This is an optimization exercise on Yosys and OpenROAD, whose aim is small area, not a production implementation.
RTL that was checked went through simulation tests only; none was proved equivalent to the original.
No activity file was given, so power comes from the tool's default toggle rates.

## oak
Design smpq_top, start of the top module:
module smpq_top (
	input  logic        clk,
	input  logic        arst_n,
	input  logic        start,
	input  logic [1:0]  cmd_op,
	input  logic [31:0] cmd_value,
	output logic        busy,
	output logic        done,
	output logic [31:0] rsp_head,
	output logic [1:0]  rsp_status,
	output logic        rsp_empty,
	output logic [4:0]  rsp_count
);
==> flow/config.mk <==
export PLATFORM = sky130hd
export DESIGN_NAME = smpq_top
export DESIGN_NICKNAME = smpq_top
export VERILOG_FILES = /design/flow/design.v
export SDC_FILE = /design/flow/constraint.sdc
export NUM_CORES = 4
export LEC_CHECK = 0
export CAP_MARGIN = 20
export CORE_MARGIN = 2
export CORE_UTILIZATION = 70
export CTS_BUF_LIST = sky130_fd_sc_hd__clkbuf_4
export CTS_CLUSTER_DIAMETER = 35
export CTS_CLUSTER_SIZE = 11
export PLACE_DENSITY = 0.85
export SLEW_MARGIN = 20
export SYNTH_HIERARCHICAL = 1
==> flow/constraint.sdc <==
create_clock -name core_clock -period 5.0 [get_ports {clk}]
set_input_delay 1.0000 -clock core_clock [delete_from_list [all_inputs] [get_ports {clk}]]
set_output_delay 1.0000 -clock core_clock [all_outputs]
set_load 0.01 [all_outputs]
standard.sh (not shown) runs the stock make flow with config.mk's settings and CLKGATE_MAP_FILE= SYNTH_SCRIPT=/design/flow/synth_recipe.tcl, a recipe that flattens the netlist after the stock synthesis.
==> flow/flow/run.sh <==
#!/bin/bash
# The standard layout, with each port's buffer made of the smallest buffer cell
# and a clock tree without dummy loads.
export BUFFER_PORTS_ARGS="-buffer_cell sky130_fd_sc_hd__buf_1"
export CTS_ARGS="-sink_clustering_enable -repair_clock_nets -sink_clustering_size 11 -sink_clustering_max_diameter 42 -buf_list sky130_fd_sc_hd__clkbuf_4 -dont_use_dummy_load"
bash standard.sh > standard.log 2>&1
The flow did not stop early for oak: all stages ran, and the layout cleared the timing, DRC and antenna checks.
## Diff of input files: pine against oak
Settings: PLACE_DENSITY now 0.75, was 0.85; CTS_CLUSTER_DIAMETER now 42, was 35; CORE_UTILIZATION now 60, was 70.
## What came out
When the final numbers for oak and pine were put side by side, the growth of design area from synthesis to finish turned out to be greater in pine.
Die height ends up lower on oak.
Looking at routed length on met3, pine sits 4.3% below oak.
Delta (pine minus oak): wire length of the first global-routing pass closely matched the old numbers, post-route clock period utilization increased by 0.30 points relative to the old numbers, via count decreased by 1.6% relative to the old numbers, shortest period the worst path allows increased by 0.015 ns relative to the old numbers.

* * *

The RTL this note starts from:
==> flow/design.v <==
package smpq_pkg;
	localparam int DEF_QUEUE_DEPTH = 16;
	localparam int VALUE_W         = 32;
	localparam int OCC_W           = 5;
	localparam logic [1:0] OP_INSERT = 2'd0;
	localparam logic [1:0] OP_REMOVE = 2'd1;
	localparam logic [1:0] OP_PEEK   = 2'd2;
	localparam logic [1:0] OP_NONE   = 2'd3;
	localparam logic [1:0] ST_OK    = 2'd0;
	localparam logic [1:0] ST_EMPTY = 2'd1;
	localparam logic [1:0] ST_FULL  = 2'd2;
endpackage
module smpq_ctrl (
	input  logic       clk,
	input  logic       arst_n,
	input  logic       start,
	input  logic [1:0] cmd_op,
	input  logic       full,
	input  logic       empty,
	input  logic       lt,
	output logic       busy,
	output logic       done,
	output logic [3:0] phase,
	output logic [4:0] count,
	output logic       win,
	output logic       sel_prev,
	output logic       sel_new,
	output logic [1:0] rsp_status,
	output logic       show_head
);
	logic [3:0] phase_q;
	logic [4:0] count_q;
	logic       win_q;
	logic       placed_q;
	logic       done_q;
	logic [1:0] status_q;
	logic       show_q;
	logic is_ins, is_rem, is_peek, is_none;
	logic ins_go, read_go;
	logic ready, take, last_step;
	assign is_ins  = (cmd_op == smpq_pkg::OP_INSERT);
	assign is_rem  = (cmd_op == smpq_pkg::OP_REMOVE);
	assign is_peek = (cmd_op == smpq_pkg::OP_PEEK);
	assign is_none = (cmd_op == smpq_pkg::OP_NONE);
	assign ins_go  = is_ins && !full;
	assign read_go = (is_rem || is_peek) && !empty;
	assign win       = win_q || (start && ins_go && phase_q == 4'd15);
	assign last_step = win_q && phase_q == 4'd14;
	assign sel_prev  = win && lt;
	assign sel_new   = win && !lt && !(win_q && placed_q);
	always_comb begin
		if (ins_go)       ready = last_step;
		else if (read_go) ready = (phase_q == 4'd15);
		else              ready = 1'b1;
	end
	assign busy = !ready;
	assign take = start && ready;
	always_ff @(posedge clk or negedge arst_n) begin
		if (!arst_n) begin
			phase_q  <= 4'd0;
			count_q  <= 5'd0;
			win_q    <= 1'b0;
			placed_q <= 1'b0;
			done_q   <= 1'b0;
			status_q <= smpq_pkg::ST_OK;
			show_q   <= 1'b0;
		end else begin
			if (take && ins_go)
				phase_q <= phase_q + 4'd2;
			else if (!(take && is_rem && !empty))
				phase_q <= phase_q + 4'd1;
			if (take && ins_go)
				count_q <= count_q + 5'd1;
			else if (take && is_rem && !empty)
				count_q <= count_q - 5'd1;
			win_q    <= win && !last_step;
			placed_q <= win && (sel_new || (win_q && placed_q));
			done_q   <= take;
			if (is_ins && full)
				status_q <= smpq_pkg::ST_FULL;
			else if ((is_rem || is_peek) && empty)
				status_q <= smpq_pkg::ST_EMPTY;
			else
				status_q <= smpq_pkg::ST_OK;
			show_q <= take && read_go;
		end
	end
	assign done       = done_q;
	assign phase      = phase_q;
	assign count      = count_q;
	assign rsp_status = status_q;
	assign show_head  = show_q;
endmodule
module smpq_datapath (
	input  logic        clk,
	input  logic [31:0] cmd_value,
	input  logic        sel_prev,
	input  logic        sel_new,
	output logic [31:0] last,
	output logic [31:0] head
);
	logic [31:0] ring_q [16];
	always_ff @(posedge clk) begin
		if (sel_prev)
			ring_q[0] <= ring_q[14];
		else if (sel_new)
			ring_q[0] <= cmd_value;
		else
			ring_q[0] <= ring_q[15];
		for (int i = 1; i < 16; i++)
			ring_q[i] <= ring_q[i-1];
	end
	assign last = ring_q[15];
	assign head = ring_q[14];
endmodule
module sorted_min_priority_queue_core (
	input  logic        clk,
	input  logic        arst_n,
	input  logic        start,
	input  logic [1:0]  cmd_op,
	input  logic [31:0] cmd_value,
	output logic        busy,
	output logic        done,
	output logic [31:0] rsp_head,
	output logic [1:0]  rsp_status,
	output logic        rsp_empty,
	output logic [4:0]  rsp_count
);
	logic [3:0]  phase;
	logic [4:0]  count;
	logic        full;
	logic        empty;
	logic        win;
	logic        lt;
	logic        sel_prev;
	logic        sel_new;
	logic [31:0] last;
	logic [31:0] head;
	logic        show_head;
	assign full  = count[4];
	assign empty = (count == 5'd0);
	smpq_ctrl u_ctrl (
		.clk        (clk),
		.arst_n     (arst_n),
		.start      (start),
		.cmd_op     (cmd_op),
		.full       (full),
		.empty      (empty),
		.lt         (lt),
		.busy       (busy),
		.done       (done),
		.phase      (phase),
		.count      (count),
		.win        (win),
		.sel_prev   (sel_prev),
		.sel_new    (sel_new),
		.rsp_status (rsp_status),
		.show_head  (show_head)
	);
	smpq_datapath u_datapath (
		.clk       (clk),
		.cmd_value (cmd_value),
		.sel_prev  (sel_prev),
		.sel_new   (sel_new),
		.last      (last),
		.head      (head)
	);
	logic [31:0] a;
	logic [31:0] b;
	logic        key_lt;
	assign a = {~head[31], head[30:0]};
	assign b = {~cmd_value[31], cmd_value[30:0]};
	smpq_cmp #(.W(32)) u_cmp (
		.a  (a),
		.b  (b),
		.lt (key_lt),
		.eq ()
	);
	assign lt = ({1'b0, phase + 4'd1} < count) && key_lt;
	assign rsp_head  = show_head ? last : 32'd0;
	assign rsp_empty = empty;
	assign rsp_count = count;
endmodule
module smpq_cmp #(
	parameter int W = 32
) (
	input  logic [W-1:0] a,
	input  logic [W-1:0] b,
	output logic         lt,
	output logic         eq
);
	generate
		if (W == 1) begin : g_bit
			assign lt = !a[0] && b[0];
			assign eq = (a[0] == b[0]);
		end else begin : g_split
			localparam int L = W / 2;
			logic lt_hi, eq_hi, lt_lo, eq_lo;
			smpq_cmp #(.W(W - L)) u_hi (.a(a[W-1:L]), .b(b[W-1:L]), .lt(lt_hi), .eq(eq_hi));
			smpq_cmp #(.W(L))     u_lo (.a(a[L-1:0]), .b(b[L-1:0]), .lt(lt_lo), .eq(eq_lo));
			assign lt = lt_hi || (eq_hi && lt_lo);
			assign eq = eq_hi && eq_lo;
		end
	endgenerate
endmodule
module smpq_top (
	input  logic        clk,
	input  logic        arst_n,
	input  logic        start,
	input  logic [1:0]  cmd_op,
	input  logic [31:0] cmd_value,
	output logic        busy,
	output logic        done,
	output logic [31:0] rsp_head,
	output logic [1:0]  rsp_status,
	output logic        rsp_empty,
	output logic [4:0]  rsp_count
);
	sorted_min_priority_queue_core u_core (
		.clk        (clk),
		.arst_n     (arst_n),
		.start      (start),
		.cmd_op     (cmd_op),
		.cmd_value  (cmd_value),
		.busy       (busy),
		.done       (done),
		.rsp_head   (rsp_head),
		.rsp_status (rsp_status),
		.rsp_empty  (rsp_empty),
		.rsp_count  (rsp_count)
	);
endmodule
Settings: LEC_CHECK=0, CAP_MARGIN=20, CORE_MARGIN=2, CORE_UTILIZATION=45, CTS_BUF_LIST=sky130_fd_sc_hd__clkbuf_4, CTS_CLUSTER_DIAMETER=50, CTS_CLUSTER_SIZE=10, PLACE_DENSITY=0.6, SLEW_MARGIN=20; clock period 5.0 ns.
==> flow/flow/run.sh <==
#!/bin/bash
# Standard layout, with the port buffers made of the smallest buffer cell.
export BUFFER_PORTS_ARGS="-buffer_cell sky130_fd_sc_hd__buf_1"
bash standard.sh > standard.log 2>&1
Edit:
==> flow/run.sh (new file) <==
#!/bin/bash
# synth_recipe.tcl (not shown) runs the flow's synth.tcl, then flattens the netlist and writes it again
# the make line also repeats each setting of config.mk as NAME=value (left out here)
make -C /OpenROAD-flow-scripts/flow DESIGN_CONFIG=/design/flow/config.mk WORK_HOME=/design/flow/orfs CLKGATE_MAP_FILE= SYNTH_SCRIPT=/design/flow/synth_recipe.tcl finish
CTS_BUF_LIST = sky130_fd_sc_hd__clkbuf_4 sky130_fd_sc_hd__clkbuf_8   (was sky130_fd_sc_hd__clkbuf_4)
CTS_CLUSTER_DIAMETER = default   (was 50)
CTS_CLUSTER_SIZE = default   (was 10)
removed: flow/flow/run.sh
removed: flow/standard.sh
Outcome: Clock power came out higher by 100%. Cell area rose by 12%. Worst hold slack barely changes. Setup slack loses 170 ps. Power is higher by 21%. Count of clock-buffer cells in the layout is higher by 56. Synthesized area stays the same. Core utilization climbs by 6.0 points. Maximum frequency decreases by 4.6%. Die area is unchanged. Clock skew fell by 12 ps.
Edit:
CTS_BUF_LIST = sky130_fd_sc_hd__clkbuf_4   (was sky130_fd_sc_hd__clkbuf_4 sky130_fd_sc_hd__clkbuf_8)
CTS_CLUSTER_DIAMETER = 50   (was default)
CTS_CLUSTER_SIZE = 10   (was default)
=> Global-route usage shrinks by 0.51 points. Routed wire length shrinks by a few percent. Die area does not change. Final cell count shrinks by a few percent. Power shrinks by about a fifth. Fmax barely changes. Final area shrinks by a little under a tenth. Sequential share of layout area grows by 5.4 points.
Edit:
CTS_BUF_LIST = sky130_fd_sc_hd__clkbuf_8   (was sky130_fd_sc_hd__clkbuf_4)
CTS_CLUSTER_DIAMETER = 60   (was 50)
CTS_CLUSTER_SIZE = 20   (was 10)
Effect: Register-to-register slack is about the same. Non-clock buffer count does not change. Die area does not change. Core utilization is higher by 0.56 points.
No run of this note included a check of the RTL's function; only the layout flow was run.

* * *

the previous run:
smpq_top, a different RTL version from the one above (not shown whole).
For scale: roughly 730 cells after synthesis, about 530 flip-flops, about 79 I/O pins, about 12000 um^2 of cells after synthesis.
clock: 5.0 ns
lec_check: 0
cap_margin: 20
core_margin: 2
core_utilization: 70
cts_buf_list: sky130_fd_sc_hd__clkbuf_4
cts_cluster_diameter: 50
cts_cluster_size: 10
place_density: 0.85
slew_margin: 20
synth_hierarchical: 1
==> flow/flow/run.sh <==
#!/bin/bash
# The standard layout, with each port's buffer made of the smallest buffer cell,
# a clock tree without dummy loads, and gates off the critical paths downsized
# after global routing.
export BUFFER_PORTS_ARGS="-buffer_cell sky130_fd_sc_hd__buf_1"
export CTS_ARGS="-sink_clustering_enable -repair_clock_nets -sink_clustering_size 10 -sink_clustering_max_diameter 50 -buf_list sky130_fd_sc_hd__clkbuf_4 -dont_use_dummy_load"
export RECOVER_POWER=100
bash standard.sh > standard.log 2>&1
The previous run had finished all stages when the layout checks came back failing, citing max-capacitance violations, max-slew violations.
Input-level comparison between the current run and the previous run:
==> flow/flow/run.sh <==
#!/bin/bash
# The standard layout, with each port's buffer made of the smallest buffer cell,
# a clock tree without dummy loads.
export BUFFER_PORTS_ARGS="-buffer_cell sky130_fd_sc_hd__buf_1"
export CTS_ARGS="-sink_clustering_enable -repair_clock_nets -sink_clustering_size 10 -sink_clustering_max_diameter 50 -buf_list sky130_fd_sc_hd__clkbuf_4 -dont_use_dummy_load"
bash standard.sh > standard.log 2>&1
The current run completed; timing, DRC and antenna clean. Clock tree buffer count of the final layout essentially unchanged between the current run and the previous run. The current run and the previous run ended up with roughly the same wire length. The current run: utilization higher than the previous run. Total placed cells including tap cells: the previous run vs the current run — no meaningful difference. Number of buffers and inverters on the critical path, the previous run and the current run: lower on the current run. From the previous run to the current run the numbers moved as follows: maximum cell stage delay along the critical path has decreased; relative slew slack went up 79 points; fmax went up 4.6%; detailed-route vias per instance ~0 delta. From the previous run to the current run the numbers moved as follows: area added between synthesis and finish went up, fraction of area in registers decreased 0.26 points.
Function was not checked in any run of this note: the RTL went through the layout flow alone.

* * *

== wip/lagoon ==
smpq_top, a different RTL version from the one above (not shown whole).
For scale: about 79 I/O pins.
clock: 5.0 ns
lec_check: 0
cap_margin: 20
core_margin: 2
core_utilization: 65
place_density: 0.75
slew_margin: 20
run.sh (not shown) runs the stock make flow with config.mk's settings and CLKGATE_MAP_FILE= SYNTH_SCRIPT=/design/flow/synth_recipe.tcl, a recipe that flattens the netlist after the stock synthesis.
Stock flow here: none of the scripts above is used.
Per the final summary, wip/lagoon finished and its layout is clean on timing, DRC and antenna.
Edits applied to the flow inputs when going from wip/lagoon to wip/willow:
diff --git a/flow/config.mk b/flow/config.mk
--- a/flow/config.mk
+++ b/flow/config.mk
@@ -9,4 +9,4 @@
 export CORE_MARGIN = 2
-export CORE_UTILIZATION = 65
-export PLACE_DENSITY = 0.75
+export CORE_UTILIZATION = 45
+export PLACE_DENSITY = 0.6
 export SLEW_MARGIN = 20
[summary]
wip/willow vs. wip/lagoon: area growth from synthesis to final layout rose 0.87 points, final layout net count about even, vertical die dimension rose 29 um, clock skew rose 11 ps, worst-case setup margin in the final layout rose 150 ps.
wip/willow: all stages complete, timing, DRC and antenna checks passed

* * *

## v35
RTL: one of the versions met above, not the one the previous note started from.
For scale: roughly 79 I/O pins, roughly 12,000 sq um of cells after synthesis.
==> flow/design.v (excerpt) <==
module smpq_top (
	input  logic        clk,
	input  logic        arst_n,
	input  logic        start,
	input  logic [1:0]  cmd_op,
	input  logic [31:0] cmd_value,
	output logic        busy,
	output logic        done,
	output logic [31:0] rsp_head,
	output logic [1:0]  rsp_status,
	output logic        rsp_empty,
	output logic [4:0]  rsp_count
);
clock: 5.0 ns
lec_check: 0
cap_margin: 20
core_margin: 2
core_utilization: 70
cts_buf_list: sky130_fd_sc_hd__clkbuf_4
cts_cluster_diameter: 42
cts_cluster_size: 11
place_density: 0.85
slew_margin: 20
synth_hierarchical: 1
standard.sh (not shown) runs the stock make flow with config.mk's settings and CLKGATE_MAP_FILE= SYNTH_SCRIPT=/design/flow/synth_recipe.tcl, a recipe that flattens the netlist after the stock synthesis.
==> flow/flow/run.sh <==
#!/bin/bash
# The standard layout, with each port's buffer made of the smallest buffer cell
# and a clock tree without dummy loads.
export BUFFER_PORTS_ARGS="-buffer_cell sky130_fd_sc_hd__buf_1"
export CTS_ARGS="-sink_clustering_enable -repair_clock_nets -sink_clustering_size 11 -sink_clustering_max_diameter 42 -buf_list sky130_fd_sc_hd__clkbuf_4 -dont_use_dummy_load"
bash standard.sh > standard.log 2>&1
Input changes introduced in v18 (baseline for comparison: v35):
Settings: changing CTS_CLUSTER_DIAMETER from 42 to 35.
==> flow/flow/run.sh <==
#!/bin/bash
# The standard layout, with each port's buffer made of the smallest buffer cell
# and a clock tree without dummy loads.
export BUFFER_PORTS_ARGS="-buffer_cell sky130_fd_sc_hd__buf_1"
export CTS_ARGS="-sink_clustering_enable -repair_clock_nets -sink_clustering_size 10 -sink_clustering_max_diameter 50 -buf_list sky130_fd_sc_hd__clkbuf_4 -dont_use_dummy_load"
bash standard.sh > standard.log 2>&1
==> comparison <==
Looking at proportion of power drawn by flip-flops and latches, v18 sits 0.5 points below v35. Going from v35 to v18, total power of the final layout has increased, worst max-slew margin expressed relative to the limit saw a decrease, global-route usage essentially unchanged, via count dropped 0.43%.
> inputs changed (v18 -> v6)
Settings: PLACE_DENSITY changed from 0.85 to 0.9; CORE_UTILIZATION changed from 70 to 80; CTS_CLUSTER_DIAMETER changed from 35 to 42.
==> flow/flow/run.sh <==
#!/bin/bash
# The standard layout, with each port's buffer made of the smallest buffer cell
# and a clock tree without dummy loads.
export BUFFER_PORTS_ARGS="-buffer_cell sky130_fd_sc_hd__buf_1"
export CTS_ARGS="-sink_clustering_enable -repair_clock_nets -sink_clustering_size 11 -sink_clustering_max_diameter 42 -buf_list sky130_fd_sc_hd__clkbuf_4 -dont_use_dummy_load"
bash standard.sh > standard.log 2>&1
[summary]
v18 reached the final stage; the timing, DRC and antenna checks on its layout passed.
v6 is listed as incomplete: the tool reported an error in 3_5_place_dp and the run ended there.
v6 and v18 ended up with roughly the same synthesized area per cell.
Diff v18..v6 | post-synthesis cell count | unchanged
There was hardly any difference in post-synth net total between v6 and v18.
| count of buffers from port buffering | v18 vs v6 | ≈ equal |
[v6] floorplan row count fell 3 relative to v18
From v18 to v6, number of placed I/O pins did not move at all.
Compared with v18, v6 shows a effective utilization at floorplan that is 10 points higher.
Delta (v6 minus v18): global placement routability congestion now larger, area after synthesis flat.
In v6 relative to v18, die height had gone down by a few percent.
Relative to v18, x dimension of the die has gone down in v6.
diff inputs: v6 => v25
Settings: SLEW_MARGIN changed from 20 to 40; CAP_MARGIN changed from 20 to 40; PLACE_DENSITY changed from 0.9 to 0.85; CORE_UTILIZATION changed from 80 to 70.
--- a/flow/flow/run.sh
+++ b/flow/flow/run.sh
@@ -5,2 +5,3 @@
 export CTS_ARGS="-sink_clustering_enable -repair_clock_nets -sink_clustering_size 11 -sink_clustering_max_diameter 42 -buf_list sky130_fd_sc_hd__clkbuf_4 -dont_use_dummy_load"
+export RECOVER_POWER=100
 bash standard.sh > standard.log 2>&1
Findings:
Summary of v25 over v6: synthesized netlist cell count barely changed; overall die height climbed 6.7%; number of placed I/O pins barely changed.
The die extent in x in v25 is 1.07 times that in v6.
Cell area after synthesis came out exactly the same in v25 and v6.
Per the comparison of v25 with v6, average cell area after synthesis did not really move, placer congestion estimate went down.
Both conditions hold for v25: the flow ran to the end and the final layout passed the timing, DRC and antenna checks.
v6 → v25: initial core utilization now sits lower, number of rows in the core area rose 3.
Input-level comparison between v16 and v25:
Settings: SLEW_MARGIN changed from 40 to 30; CAP_MARGIN changed from 40 to 30.
--- a/flow/flow/run.sh
+++ b/flow/flow/run.sh
@@ -2,3 +2,4 @@
 # The standard layout, with each port's buffer made of the smallest buffer cell
-# and a clock tree without dummy loads.
+# and a clock tree without dummy loads; gates off the critical paths are
+# downsized after global routing.
 export BUFFER_PORTS_ARGS="-buffer_cell sky130_fd_sc_hd__buf_1"
Results
- Taking v25 as the reference, in v16 synthesized area stayed essentially flat; worst ir drop on vdd ~0 delta; number of global-route vias before repair saw little to no change.

[static timing again, ports no longer ideal]
Ports are ideal in the flow. The routed layouts listed here were re-timed in OpenROAD. Step 1: set_driving_cell puts a clkbuf_16 on clk and a buf_2 on each other input, an assumption about the parent block. Step 2, shift: input delay + t, output delay - t, t = (earliest + latest rising clock arrival at the registers) / 2. This alone moves slack from input paths to output paths. Slacks: ideal / step 1 / step 2; pairs: ideal / step 1.
| run | shift t [ns] | setup WS [ns] | worst setup path at the end | worst register clock-pin slew, ns | worst slew at a driven data input, ns |
|---|---|---|---|---|---|
| oak | 0.689 | 0.722 / 0.737 / 0.049 | input to register | 0.11 / 0.11 | 0.05 |
| pine | 0.676 | 0.706 / 0.718 / 0.042 | input to register | 0.12 / 0.12 | 0.07 |
| the first run of note 2 | 0.706 | 1.451 / 1.451 / 0.996 | input to register | 0.11 / 0.11 | 0.08 |
| the second run of note 2 | 0.609 | 1.279 / 1.256 / 0.860 | input to register | 0.06 / 0.06 | 0.07 |
| the third run of note 2 | 0.730 | 1.281 / 1.258 / 0.842 | input to register | 0.12 / 0.12 | 0.07 |
| the fourth run of note 2 | 0.577 | 1.275 / 1.252 / 0.870 | input to register | 0.12 / 0.12 | 0.07 |
| the previous run | 0.683 | 0.444 / 0.435 / -0.248 | input to register | 0.11 / 0.11 | 0.05 |
| the current run | 0.684 | 0.644 / 0.655 / -0.029 | input to register | 0.11 / 0.11 | 0.05 |
| wip/lagoon | 0.569 | 0.978 / 0.949 / 0.740 | input to register | 0.07 / 0.07 | 0.04 |
| wip/willow | 0.579 | 1.124 / 1.095 / 0.741 | input to register | 0.06 / 0.06 | 0.04 |
| v35 | 0.689 | 0.722 / 0.737 / 0.049 | input to register | 0.11 / 0.11 | 0.05 |
| v18 | 0.692 | 0.726 / 0.736 / 0.044 | input to register | 0.10 / 0.10 | 0.05 |
| v25 | 0.685 | 0.545 / 0.565 / -0.120 | input to register | 0.11 / 0.11 | 0.05 |
| v16 | 0.685 | 0.545 / 0.565 / -0.120 | input to register | 0.11 / 0.11 | 0.05 |
The setup slack of the previous run, which loses most, moves by -0.009 ns with the drivers and by -0.692 ns with both steps.
